What follows belongs to an exercise in optimizing a design on an open flow for small area, a short achievable clock period and few clock cycles per item; a production flow would make more cautious choices.
Function was checked by simulation only, so behaviour that the tests miss may differ from the original.
Power is estimated from default activity; no workload was simulated.

// proj_readout_top
module proj_readout_top (
    input  logic         clk,
    input  logic         rst,
    input  logic         event_start,    
    input  logic [71:0]  item_count,     
    input  logic [527:0] mem_data,       
    input  logic         out_ack,        
    output logic [11:0]  mem_rd_en,      
    output logic [59:0]  mem_rd_addr,    
    output logic [53:0]  out_word,       
    output logic         out_req,        
    output logic         done            
);
Size: about 620 cells after synthesis, ~100 flip-flops, about 730 I/O pins.
Settings: LEC_CHECK=0, CAP_MARGIN=20, CORE_AREA=5 5 195 195, DIE_AREA=0 0 200 200, PLACE_DENSITY=0.6, SETUP_SLACK_MARGIN=2.4, SLEW_MARGIN=20, SYNTH_HIERARCHICAL=1, SYNTH_MINIMUM_KEEP_SIZE=0; clock period 4.5 ns.
standard.sh (not shown) runs the stock make flow with config.mk's settings and CLKGATE_MAP_FILE= SYNTH_SCRIPT=/design/flow/synth_recipe.tcl, a recipe that flattens the netlist after the stock synthesis.
==> flow/flow/run.sh <==
#!/bin/bash
# Standard layout, with the smallest buffer on every input and output port
# and pins allowed one routing track apart.
set -uo pipefail
export BUFFER_PORTS_ARGS="-buffer_cell sky130_fd_sc_hd__buf_1"
export PLACE_PINS_ARGS="-min_distance 1 -min_distance_in_tracks"
bash standard.sh > standard.log 2>&1
Testbench counts at the start, summed over its fixed seeds: cycles 93,176, words 22,694.
Change:
==> flow/flow/run.sh (replaced) <==
#!/bin/bash
# Standard layout, with the smallest buffer on every input and output port.
set -uo pipefail
export BUFFER_PORTS_ARGS="-buffer_cell sky130_fd_sc_hd__buf_1"
bash standard.sh > standard.log 2>&1
--- a/flow/config.mk
+++ b/flow/config.mk
@@ -8,6 +8,6 @@
 export CAP_MARGIN = 20
-export CORE_AREA = 5 5 195 195
-export DIE_AREA = 0 0 200 200
+export CORE_AREA = 5 5 245 245
+export DIE_AREA = 0 0 250 250
 export PLACE_DENSITY = 0.6
-export SETUP_SLACK_MARGIN = 2.4
+export SETUP_SLACK_MARGIN = 2.5
 export SLEW_MARGIN = 20
Result: The changed run completed with no timing, DRC or antenna violations; wire length grows by about 22%; clock skew climbs by 0.0039 ns; die area goes up by 56%; cell count rose by about 16%; worst setup slack is better by 0.0044 ns.
Change:
--- a/flow/config.mk
+++ b/flow/config.mk
@@ -7,2 +7,3 @@
 export LEC_CHECK = 0
+export ABC_AREA = 1
 export CAP_MARGIN = 20
@@ -11,3 +12,3 @@
 export PLACE_DENSITY = 0.6
-export SETUP_SLACK_MARGIN = 2.5
+export SETUP_SLACK_MARGIN = 2.4
 export SLEW_MARGIN = 20
Maximum frequency drops slightly.
Clock skew fell by 0.0062 ns.
Total power grows by a few percent.
Routed wire length is lower by a few percent.
Clock power drops slightly.
Worst setup slack gets worse by 0.037 ns.
Synthesized cell count is higher to 2.6 times its value.
Sequential share of layout area drops by 4.7 points.
Core utilization increases by 4.7 points.
Die area is unchanged.
Sequential cell count does not change.
Change:
--- a/flow/config.mk
+++ b/flow/config.mk
@@ -7,3 +7,2 @@
 export LEC_CHECK = 0
-export ABC_AREA = 1
 export CAP_MARGIN = 20
@@ -11,3 +10,3 @@
 export DIE_AREA = 0 0 250 250
-export PLACE_DENSITY = 0.6
+export PLACE_DENSITY = 0.85
 export SETUP_SLACK_MARGIN = 2.4
Result: Hold slack got worse by 0.0083 ns. Total power falls by 0.68%. Via count falls by 17%. Die area does not change. Synthesized area falls by 32%.
Change:
--- a/flow/config.mk
+++ b/flow/config.mk
@@ -10,4 +10,4 @@
 export DIE_AREA = 0 0 250 250
-export PLACE_DENSITY = 0.85
-export SETUP_SLACK_MARGIN = 2.4
+export PLACE_DENSITY = 0.6
+export SETUP_SLACK_MARGIN = 2.2
 export SLEW_MARGIN = 20
After rerunning: The new run finished clean; worst setup slack is worse by 0.14 ns; non-clock buffer count decreases by 1; fmax decreases by a few percent; design area decreases slightly; area after synthesis stays the same; synthesized cell count stays the same; power decreases slightly; clock power decreases slightly; final cell count decreases slightly; sequential power stays flat; die area is unchanged.

========
Starting RTL as in the previous note.
## proj_readout_top
module proj_readout_top (
    input  logic         clk,
    input  logic         rst,
    input  logic         event_start,    
    input  logic [71:0]  item_count,     
    input  logic [527:0] mem_data,       
    input  logic         out_ack,        
    output logic [11:0]  mem_rd_en,      
    output logic [59:0]  mem_rd_addr,    
    output logic [53:0]  out_word,       
    output logic         out_req,        
    output logic         done            
);
clock: 4.5 ns
lec_check: 0
cap_margin: 5
core_area: 5 5 245 245
die_area: 0 0 250 250
gpl_routability_driven: 0
place_density: 0.6
setup_slack_margin: 2.4
slew_margin: 5
synth_hierarchical: 1
synth_minimum_keep_size: 0
==> flow/flow/run.sh <==
#!/bin/bash
# Standard layout, with the smallest buffer on every input and output port.
set -uo pipefail
export BUFFER_PORTS_ARGS="-buffer_cell sky130_fd_sc_hd__buf_1"
bash standard.sh > standard.log 2>&1
Testbench counts at the start, summed over its fixed seeds: cycles 93,176, words 22,694.
Edit:
CAP_MARGIN = 20   (was 5)
GPL_ROUTABILITY_DRIVEN = unset   (was 0)
SETUP_SLACK_MARGIN = 2.7   (was 2.4)
SLEW_MARGIN = 20   (was 5)
After rerunning: Wire length climbs by 9.5%; area after synthesis stays the same; clock power climbs by about 2%; via count climbs by 2.3%; non-clock buffer count climbs by 35; sequential share of layout area drops by 1.7 points; global-route usage climbs by 1.2 points; worst hold slack improves by 19 ps; count of clock-buffer cells in the layout climbs by 1; cell area climbs by 12%.
Edit:
SETUP_SLACK_MARGIN = 2.4   (was 2.7)
The new run produced a clean layout.
Critical path depth falls by 4.
Register-to-register slack loses 60 ps.
Core utilization falls by 2.0 points.
Setup slack loses 62 ps.
Final area falls by roughly a tenth.
Via count falls by a few percent.
Sequential power stays flat.
Total power falls by a few percent.
Worst hold slack loses 17 ps.

-- what the ideal ports hide --
In the flow no input, the clock included, has a driving cell. The finished layouts below were timed again as built, in two steps. Step 1, drivers: a clkbuf_16 drives clk and a buf_2 each remaining input, both assumed. Step 2 moves the port delays by t, midway between the first and last clock arrival at a register: inputs arrive t later, outputs are due t later. That takes back most of the time a late clock gives input paths. a / b / c = ideal ports / drivers / drivers and shift; a / b = the first two.
run	t, ns	setup slack, ns	latest minus earliest clock arrival (ns)	worst register clock-pin slew, ns	worst slew at a driven data input, ns
the first run of note 1	0.407	2.493 / 2.455 / 2.260	0.025 / 0.025	0.09 / 0.09	0.19
the second run of note 1	0.429	2.497 / 2.497 / 2.217	0.027 / 0.027	0.10 / 0.10	0.22
the third run of note 1	0.433	2.460 / 2.411 / 2.232	0.018 / 0.018	0.09 / 0.09	0.10
the fourth run of note 1	0.433	2.421 / 2.385 / 2.183	0.020 / 0.020	0.10 / 0.10	0.22
the fifth run of note 1	0.429	2.282 / 2.241 / 2.262	0.028 / 0.028	0.10 / 0.10	0.22
the first run of note 2	0.430	2.400 / 2.400 / 2.228	0.018 / 0.019	0.10 / 0.10	0.18
the second run of note 2	0.434	2.552 / 2.543 / 2.345	0.024 / 0.024	0.10 / 0.10	0.26
the third run of note 2	0.428	2.490 / 2.472 / 2.230	0.028 / 0.028	0.10 / 0.10	0.22
After both steps setup and hold are still met in every run listed. For the second run of note 1, which loses most, drivers alone change the setup slack by 0.000 ns; drivers and shift together by -0.280 ns.
